Source: an optimization exercise on an open RTL-to-GDS flow (aim: small area and a short achievable clock period). Production flows keep margins and buffers that such runs may drop.
Function was checked by simulation only, so behaviour that the tests miss may differ from the original.

==> flow/design.v <==
module finv_pipe #(
   parameter int LATENCY = 2
) (
   input  logic        clk,
   input  logic        rst,
   input  logic        valid_in,
   input  logic [31:0] x,
   output logic        valid_out,
   output logic [31:0] y,
   output logic        ovf
);
   if (LATENCY != 2) begin : g_latency_check
      $error("finv_pipe: only LATENCY=2 is implemented");
   end
   typedef enum logic [1:0] {
      CLS_ZERO = 2'd0,    
      CLS_FIN  = 2'd1,    
      CLS_INF  = 2'd2,    
      CLS_NAN  = 2'd3     
   } res_cls_t;
   logic        sign_in;
   logic [7:0]  exp_in;
   logic [22:0] frac_in;
   logic [4:0]  sh;
   logic [23:0] mant;
   logic        m_one;
   logic [24:0] rem;
   logic [24:0] quo;
   logic [9:0]  be_base;
   res_cls_t    cls_d;
   logic [9:0]  be_d;
   logic [24:0] q_d;
   logic        st_d;
   assign sign_in = x[31];
   assign exp_in  = x[30:23];
   assign frac_in = x[22:0];
   always_comb begin
      sh = '0;
      for (int i = 0; i < 23; i++) begin
         if (frac_in[i]) sh = 5'(23 - i);
      end
   end
   assign mant  = (exp_in == 8'd0) ? ({1'b0, frac_in} << sh) : {1'b1, frac_in};
   assign m_one = (mant == 24'h80_0000);
   always_comb begin
      rem = 25'h100_0000 - {1'b0, mant};
      quo = '0;
      for (int i = 24; i >= 0; i--) begin
         rem = rem << 1;
         if (rem >= {1'b0, mant}) begin
            rem    = rem - {1'b0, mant};
            quo[i] = 1'b1;
         end
      end
   end
   assign be_base = (exp_in != 8'd0) ? (10'd253 - {2'b00, exp_in})
                                     : (10'd252 + {5'b0, sh});
   always_comb begin
      cls_d = CLS_FIN;
      be_d  = be_base + {9'b0, m_one};
      q_d   = m_one ? 25'h0 : quo;
      st_d  = m_one ? 1'b0 : (rem != 25'h0);
      if (exp_in == 8'hFF) begin
         cls_d = (frac_in != 23'h0) ? CLS_NAN : CLS_ZERO;
         q_d   = {2'b00, frac_in};
         st_d  = 1'b0;
      end else if (exp_in == 8'd0 && frac_in == 23'h0) begin
         cls_d = CLS_INF;
      end
   end
   logic        v1;
   logic        s1;
   res_cls_t    cls1;
   logic [9:0]  be1;
   logic [24:0] q1;
   logic        st1;
   always_ff @(posedge clk) begin
      if (rst) begin
         v1   <= 1'b0;
         s1   <= 1'b0;
         cls1 <= CLS_ZERO;
         be1  <= '0;
         q1   <= '0;
         st1  <= 1'b0;
      end else begin
         v1   <= valid_in;
         s1   <= sign_in;
         cls1 <= cls_d;
         be1  <= be_d;
         q1   <= q_d;
         st1  <= st_d;
      end
   end
   logic        rnd;
   logic        carry;
   logic [22:0] frac_r;
   logic [9:0]  be_r;
   logic [31:0] y_d;
   logic        ovf_d;
   assign rnd             = q1[1] & (q1[0] | st1 | q1[2]);
   assign {carry, frac_r} = {1'b0, q1[24:2]} + 24'(rnd);
   assign be_r            = be1 + {9'b0, carry};
   always_comb begin
      y_d   = 32'h0;
      ovf_d = 1'b0;
      case (cls1)
         CLS_FIN: begin
            if ($signed(be_r) >= 10'sd255) begin
               y_d   = {s1, 8'hFF, 23'h0};
               ovf_d = 1'b1;
            end else if ($signed(be_r) > 10'sd0) begin
               y_d = {s1, be_r[7:0], frac_r};
            end
         end
         CLS_INF: begin
            y_d   = {s1, 8'hFF, 23'h0};
            ovf_d = 1'b1;
         end
         CLS_NAN: y_d = {s1, 8'hFF, 1'b1, q1[21:0]};
         default: y_d = 32'h0;
      endcase
   end
   always_ff @(posedge clk) begin
      if (rst) begin
         valid_out <= 1'b0;
         y         <= 32'h0;
         ovf       <= 1'b0;
      end else begin
         valid_out <= v1;
         y         <= y_d;
         ovf       <= ovf_d;
      end
   end
endmodule
==> flow/run.sh <==
#!/bin/bash
# synth_recipe.tcl (not shown) runs the flow's synth.tcl, then flattens the netlist and writes it again
# the make line also repeats each setting of config.mk as NAME=value (left out here)
make -C /OpenROAD-flow-scripts/flow DESIGN_CONFIG=/design/flow/config.mk WORK_HOME=/design/flow/orfs CLKGATE_MAP_FILE= SYNTH_SCRIPT=/design/flow/synth_recipe.tcl finish
==> flow/config.mk <==
export PLATFORM = sky130hd
export DESIGN_NAME = finv_pipe
export DESIGN_NICKNAME = finv_pipe
export VERILOG_FILES = /design/flow/design.v
export SDC_FILE = /design/flow/constraint.sdc
export NUM_CORES = 4
export LEC_CHECK = 0
export CAP_MARGIN = 20
export CORE_MARGIN = 2
export CORE_UTILIZATION = 40
export SLEW_MARGIN = 20
==> flow/constraint.sdc <==
create_clock -name core_clock -period 125.0 [get_ports {clk}]
set_input_delay 25.0000 -clock core_clock [delete_from_list [all_inputs] [get_ports {clk}]]
set_output_delay 25.0000 -clock core_clock [all_outputs]
set_load 0.01 [all_outputs]
==> notes.md <==
[layer usage]
metal	track usage, %	wire (µm)	vias to the layer above
met4	9.74	6750	6
met2	51.1	76800	1707
met3	3.63	11500	389
met5	0	42	-
li1	-	-	21658
met1	38.8	70500	21286
[worst paths after layout]
kind,from,to,cells after the start
setup / recovery,x[20],st1,527
hold / removal,s1,y[31],2
setup reg to reg,q1[2],y[26],21
hold reg to reg,s1,y[31],2
[state kept, by name, summed over array words and instances (netlist names)]
register	cells
cls1	2
v1	1
q1	25
s1	1
ovf	1
st1	1
y	32
be1	10
valid_out	1
[critical path: cells and delay by family]
kind	cells	cell delay [ns]
buf+inv	22	3.46
mux	4	1.37
simple gates	84	11.75
xor+xnor	1	0.09
fa+ha+maj	25	7.65
compound gates	391	72.95
[cell usage in the layout (no fill, tap or decap), drive strengths merged, types with 111 or more instances in the layout]
cell / n
xnor2: 242
nor3: 179
xor2: 218
nand2: 445
a21o: 410
nand4: 111
nand3: 125
nor2: 490
buf: 603
inv: 207
a21oi: 350
o21a: 137
ha: 589
mux2: 280
o21ai: 345
[logic make-up (layout without fill, tap and decap cells)]
kind of cell / Yosys count / in the layout / share of synthesized area [%]
XOR/XNOR: 460 / 460 / 10.2
AND/OR/NAND/NOR: 1767 / 1768 / 21.6
multiplexers: 343 / 343 / 9.61
AO/OA/AOI/OAI: 1861 / 1863 / 32.2
buffers and inverters: 398 / 904 / 4.01
flip-flops: 74 / 74 / 3.74
adder cells (fa/ha/maj): 589 / 589 / 18.6
[per-stage QoR]
| step | hold WS, ns | std cells | instance area, µm² |
|---|---|---|---|
| detailed placement | 0.400 | 7005 | 44500 |
| CTS | 0.411 | 7034 | 45100 |
| global route | 0.419 | 7288 | 49200 |
| floorplan | 0.394 | 5492 | 40800 |
| finish | 0.410 | 7288 | 49200 |
| global placement | 0.397 | 7005 | 44500 |
[cell type report]
| type | instances | area, µm² | share of cell area (%) |
|---|---|---|---|
| Clock buffer | 9 | 225 | 0.458 |
| Clock inverter | 7 | 82.6 | 0.168 |
| Inverter | 209 | 800 | 1.63 |
| Multi-Input combinational cell | 5023 | 39300 | 79.9 |
| Sequential cell | 74 | 1480 | 3.01 |
| Tap cell | 1287 | 1610 | 3.28 |
| Timing Repair Buffer | 679 | 5680 | 11.6 |
[repair_timing]
item / 4_1_cts / 5_1_grt
resized for setup: 33 / 450
setup endpoints to repair: 2 / 3
buffers inserted: 11 / 242
gates cloned: 2 / 12
pin swaps: 6 / 343
==> metrics.md <==
| Metric | Value |
|---|---|
| Crit path DAT | between 100 and 150 ns |
| Share of layout cells above drive strength 1 | 23.6% |
| Top cell by count, worst path | a21o_1 |
| Setup TNS | 0 ns |
| Net Count, Synth | approximately 6000 |
| Vias in the first global route | approximately 41000 |
| I/O pin cnt | 69 |
| Slew margin rel. | 32.4% |
| Nets | roughly 6600 |
| Setup WS pre-CTS | -1.59 ns |
| # Max-Cap Violations | 0 |
| Site Rows | between 100 and 150 |
| Hold-fix buffers at CTS | 0 |
| Crit path kind | input port to flop |
| Final hold vios | 0 |
| Top post-synthesis cells by count | 589 x ha_1, 488 x nor2_1, 444 x nand2_1 |
| Pin count of the biggest net entering global routing | 45 |
| Fillers | approximately 9700 |
| Mapped Cells | between 5000 and 6000 |
| Worst reg-to-reg setup slack | about 120 ns |
| Slack of the critical path | approximately 2.8 ns |
| Post-synth ARST share | 0% |
| Post-route clock period utilization | between 90% and 100% |
| Initial cell density of the core | between 40% and 50% |
| DIE AREA | just over 0.1 mm² |
| N_diodes | 0 |
| H-tree levels | 3 |
| Port Buf Inserts | a little under 70 |
| Avg WL per Cell | 22.7 µm |
| Clock slew at reported path FFs | about 0.10 ns |
| Synth unique cells | between 100 and 150 |
| Clock sinks | 74 |
| Worst setup SP type | input port |
| Drt total wl | about 170000 µm |
| Die X | 319 µm |
| Clk buf depth | 2 |
| RSZ-0062 raised after global routing | true |
| Hold WC Path Type | flop to flop |
| Root buf cell | clkbuf_16 |
| Data required, critical path | about 130 ns |
| Worst skew pair latency | approximately 0.4 ns |
| Gr usage total | approximately 30% |
| Register area share after synthesis | ~3.7% |
| Synth top area share | 18.6% |
| Number of flops mapped to enable cells by yosys | 0 |
| Max incr delay on CP | 0.60 ns |
| CTS tree | done |
| Drc violations | 0 |
| Clock Skews | 0.0335 ns |
| # setup viols final | 0 |
| Final worst path period need | about 120 ns |
| Post-synth top flop | dfxtp_1 |
| Count leader, synth | ha_1 |
| Final RePlAce weighted congestion | 0.981 |
| Maximum fanout along the worst path | 29 |
| Slew of the pin with the lowest slew margin | approximately 1 ns |
| HPWL after DPL | 125000 µm |
| Synthesis-stage register bit count | 74 |
| Layout area overhead | 24.2% |
| Core Footprint | just under 0.1 mm² |
| Top cells by area, synth | ha_1 19%, mux2_2 7.9%, a21o_1 7.8% |
| First-pass GRT wire length | 240000 µm |
| Final Util | between 50% and 60% |
| Synth Warn # | 1 |
| Die Span Y | 319 µm |
| Fin. max-slew vios | 0 |
| Netlist Area Pre-Place | 0.0396 mm² |
| Initial antenna violation count | 7 |
| Vias | approximately 45000 |
| CTS buffer count | 9 |
| Detail Route Antenna Nets | 0 |
| CP Capture Type | flop |
| Largest area contributor in the netlist | ha_1 |
| Status | no timing/DRC/antenna violations |
| Synth Area per Inst | a little over 7 µm² |
| CP max stage cell | or2_2 |
| Fmax | approximately 8.2 MHz |
| Total gr overflow | 0 |
| Vias per cell | ~6 |
| Iteration-0 DRC count of the detailed router | between 3000 and 4000 |
| DR pass1 iterations | 5 |

## static timing again, ports no longer ideal
Ports are ideal in the flow. The routed layout listed here was re-timed in OpenROAD. Step 1: set_driving_cell puts a clkbuf_16 on clk and a buf_2 on each other input, an assumption about the parent block. Step 2 moves the port delays by t, midway between the first and last clock arrival at a register: inputs arrive t later, outputs are due t later. That takes back most of the time a late clock gives input paths. Slacks: no drivers / after step 1 / after step 2; pairs: no drivers / after step 1.
t, ns: 0.434
slack for setup (ns): 2.838 / 2.868 / 2.433
latest minus earliest clock arrival (ns): 0.038 / 0.037
worst register clock-pin slew, ns: 0.10 / 0.10
worst data-port slew with drivers (ns): 0.05
After both steps this run still meets setup and hold. For this run, drivers alone change the setup slack by +0.030 ns; drivers and shift together by -0.405 ns.
